Context: an optimization exercise on an open-source flow, tuned for small area. The choices shown serve that exercise and are no tape-out recipe.
Only simulation tests tie the RTL to the original design; equivalence was not proved.
Power is estimated from default activity; no workload was simulated.

old:
==> flow/design.v <==
`timescale 1ns/1ns
package pi_pkg;
  localparam int adc_wid = 18;                        
  localparam int err_wid = adc_wid + 1;               
  localparam int consts_wid  = 48;
  localparam int consts_frac = 33;
  localparam int mul_wid     = consts_wid + err_wid;  
  localparam int sum_wid     = mul_wid + 1;           
  localparam int dac_data_wid  = 20;
  localparam int dac_frame_wid = 24;
  localparam logic [3:0] dac_code = 4'b0010;          
  localparam int keep_frac = dac_data_wid - adc_wid;  
  localparam int delay_wid = 16;                      
  typedef enum logic [2:0] {
    idle,    
    delay,   
    adc,     
    mul,     
    dac      
  } loop_state_t;
  typedef struct packed {
    logic signed [adc_wid-1:0]    setpt;   
    logic signed [consts_wid-1:0] alpha;   
    logic signed [consts_wid-1:0] p;
    logic [delay_wid-1:0]         delay;
  } loop_cfg_t;
  typedef struct packed {
    logic signed [err_wid-1:0] err_cur;
    logic signed [sum_wid-1:0] adj;    
  } loop_status_t;
endpackage
`timescale 1ns/1ns
module pi_loop_top (
  input  logic                 clk,
  input  logic                 rst_n,
  input  logic                 arm,
  input  logic signed [17:0]   cfg_setpt,    
  input  logic signed [47:0]   cfg_alpha,    
  input  logic signed [47:0]   cfg_p,        
  input  logic [15:0]          cfg_delay,    
  output logic                 adc_sck,
  output logic                 adc_conv,
  input  logic                 adc_in,
  output logic                 dac_sck,
  output logic                 dac_ss,
  output logic                 dac_out,
  output logic signed [18:0]   status_err_cur,
  output logic signed [67:0]   status_adj
);
  localparam logic [1:0] s_idle = 2'd0, s_dly = 2'd1, s_run = 2'd2, s_dac = 2'd3;
  logic [1:0]  st;
  logic        cap, clr;           
  logic [15:0] n;                  
  wire idle = (st == s_idle);
  wire dly  = (st == s_dly);
  wire run  = (st == s_run);       
  wire dacp = (st == s_dac);       
  wire [6:0] n7 = n[6:0];
  wire [7:0] n8 = n[7:0];
  wire tdone   = dly && !cap && (&n[15:1]);
  wire run_end = run && (n7 == 7'd96);
  wire dac_end = dacp && (n8 == 8'd192);
  always_ff @(posedge clk) begin
    if (!rst_n) begin
      st  <= s_idle;
      cap <= 1'b0;
      clr <= 1'b0;
    end else begin
      cap <= idle && arm;
      clr <= idle && !arm;
      case (st)
        s_idle:  if (arm) st <= s_dly;
        s_dly:   if (tdone) st <= s_run;
        s_run:   if (run_end) st <= s_dac;
        default: if (dac_end) st <= s_idle;
      endcase
    end
  end
  always_ff @(posedge clk) begin
    if (cap) n <= ~cfg_delay;      
    else if (tdone) n <= '1;
    else if (run_end) n <= '0;
    else n <= n + 1'b1;
  end
  logic signed [17:0] setpt_q;
  logic signed [47:0] alpha_q, p_q;
  logic [17:0]        sh;
  logic signed [18:0] err_q;
  logic signed [67:0] adj_q;
  logic               epz;         
  always_ff @(posedge clk) begin
    if (cap) begin
      setpt_q <= cfg_setpt;
      alpha_q <= cfg_alpha;
      p_q     <= cfg_p;
    end
  end
  wire samp = run && (n7[1:0] == 2'd3) && (n7 <= 7'd71);
  always_ff @(posedge clk) begin
    if (samp) sh <= {sh[16:0], adc_in};
  end
  always_ff @(posedge clk) begin
    if (run && n7 == 7'd75) err_q <= {sh[17], sh} - {setpt_q[17], setpt_q};
  end
  assign adc_conv = run && (n7 <= 7'd1);
  assign adc_sck  = run && !n7[1] && (n7 >= 7'd4) && (n7 <= 7'd73);
  logic [67:0] qr;                 
  logic        msb, c1, c2;        
  wire       act   = run && (n7 <= 7'd75);
  wire [1:0] j     = n7[1:0];
  wire [4:0] i     = n7[6:2];      
  wire       first = (i == 5'd0);
  logic t_b, ep_b, a_b;
  always_comb begin
    t_b = 1'b0; ep_b = 1'b0; a_b = 1'b0;
    for (int k = 0; k <= 18; k++) begin
      if (i == k[4:0]) begin
        if (k >= 1) t_b = setpt_q[18-k];
        if (k >= 1) a_b = adj_q[18-k];
        ep_b = err_q[18-k];
      end
    end
  end
  wire s_b  = sh[0];
  wire aen  = !first && (s_b ^ t_b);
  wire aneg = (i == 5'd1) ? s_b : t_b;
  wire pen  = ep_b && !epz;
  wire pneg = !first;
  wire [67:0] alpha_x = {{20{alpha_q[47]}}, alpha_q};
  wire [67:0] p_x     = {{20{p_q[47]}}, p_q};
  wire [67:0] ash_x   = {18'd0, adj_q[67:18]};
  logic [16:0] ach, pch, shch;
  always_comb begin
    case (j)
      2'd0: begin ach = alpha_x[16:0];  pch = p_x[16:0];  shch = ash_x[16:0];  end
      2'd1: begin ach = alpha_x[33:17]; pch = p_x[33:17]; shch = ash_x[33:17]; end
      2'd2: begin ach = alpha_x[50:34]; pch = p_x[50:34]; shch = ash_x[50:34]; end
      default: begin ach = alpha_x[67:51]; pch = p_x[67:51]; shch = ash_x[67:51]; end
    endcase
  end
  wire [16:0] u = first ? shch : {qr[15:0], (j == 2'd0) ? a_b : msb};
  wire [16:0] v = aen ? (ach ^ {17{aneg}}) : 17'd0;
  wire [16:0] w = pen ? (pch ^ {17{pneg}}) : 17'd0;
  wire [16:0] cs = u ^ v ^ w;
  wire [16:0] cc = (u & v) | (u & w) | (v & w);
  wire        k1 = (j == 2'd0) ? (aen & aneg) : c1;
  wire        k2 = (j == 2'd0) ? (pen & pneg) : c2;
  wire [17:0] r  = {1'b0, cs} + {1'b0, cc[15:0], k1} + {17'd0, k2};
  always_ff @(posedge clk) begin
    msb <= qr[16];
    c1  <= cc[16];
    c2  <= r[17];
    qr  <= {act ? r[16:0] : qr[16:0], qr[67:17]};
  end
  always_ff @(posedge clk) begin
    if (!rst_n || clr) begin
      adj_q <= '0;
      epz   <= 1'b1;
    end else if (run && n7 == 7'd95) begin
      adj_q <= {qr[16:0], qr[67:51], qr[50:34], qr[33:17]};
      epz   <= 1'b0;
    end
  end
  wire [36:0] rt   = adj_q[67:31];
  wire        fits = (&rt[36:19]) || !(|rt[36:19]);
  wire [19:0] dac_val = fits ? rt[19:0] : (rt[36] ? 20'h80000 : 20'h7ffff);
  wire [23:0] frame = {4'b0010, dac_val};
  always_comb begin
    dac_out = 1'b0;
    for (int k = 0; k < 24; k++)
      if (n8[7:3] == k[4:0]) dac_out = frame[23-k];
  end
  assign dac_ss  = !(dacp && (n8 < 8'd192));
  assign dac_sck = dacp && (n8 < 8'd192) && n8[2];
  assign status_err_cur = err_q;
  assign status_adj     = adj_q;
endmodule
==> flow/config.mk <==
export PLATFORM = sky130hd
export DESIGN_NAME = pi_loop_top
export DESIGN_NICKNAME = pi_loop_top
export VERILOG_FILES = /design/flow/design.v
export SDC_FILE = /design/flow/constraint.sdc
export NUM_CORES = 4
export LEC_CHECK = 0
export CAP_MARGIN = 20
export CORE_MARGIN = 2
export CORE_UTILIZATION = 50
export CTS_BUF_LIST = sky130_fd_sc_hd__clkbuf_4
export CTS_CLUSTER_SIZE = 30
export SLEW_MARGIN = 20
==> flow/constraint.sdc <==
create_clock -name core_clock -period 7.0 [get_ports {clk}]
set_input_delay 1.4000 -clock core_clock [delete_from_list [all_inputs] [get_ports {clk}]]
set_output_delay 1.4000 -clock core_clock [all_outputs]
set_load 0.01 [all_outputs]
run.sh (not shown) runs the stock make flow with config.mk's settings and CLKGATE_MAP_FILE= SYNTH_SCRIPT=/design/flow/synth_recipe.tcl, a recipe that flattens the netlist after the stock synthesis.
Both conditions hold for old: the flow ran to the end and the final layout passed the timing, DRC and antenna checks.
--- input diff old..new ---
# old
export LEC_CHECK = 0
export CAP_MARGIN = 20
export CORE_MARGIN = 2
export CORE_UTILIZATION = 50
export CTS_BUF_LIST = sky130_fd_sc_hd__clkbuf_4
export CTS_CLUSTER_SIZE = 30
export SLEW_MARGIN = 20
create_clock -name core_clock -period 7.0 [get_ports {clk}]
# new
export LEC_CHECK = 0
export CAP_MARGIN = 20
export CORE_MARGIN = 2
export CORE_UTILIZATION = 30
export SLEW_MARGIN = 20
create_clock -name core_clock -period 7.0 [get_ports {clk}]
--- outcome ---
| sequential power | new vs old | ≈ equal |. Cmp new vs old: placement row count higher in new. new vs old — upper clock frequency limit dropped slightly.

## separate check: timing with driven ports
How much do the figures lean on ideal ports? The routed layouts below were timed once more, with nothing changed but the port constraints. Step 1, drivers: a clkbuf_16 drives clk and a buf_2 each remaining input, both assumed. Step 2 moves the port delays by t, midway between the first and last clock arrival at a register: inputs arrive t later, outputs are due t later. That takes back most of the time a late clock gives input paths. a / b / c = no drivers / after step 1 / after step 2; a / b = the first two.
| run | t, ns | slack for setup (ns) | worst setup path at the end | pins driven straight from the clock port |
|---|---|---|---|---|
| old | 0.724 | 0.776 / 0.776 / 0.776 | register to register | 1 |
| new | 0.602 | 0.679 / 0.679 / 0.679 | register to register | 1 |
After both steps setup and hold are still met in every run listed.
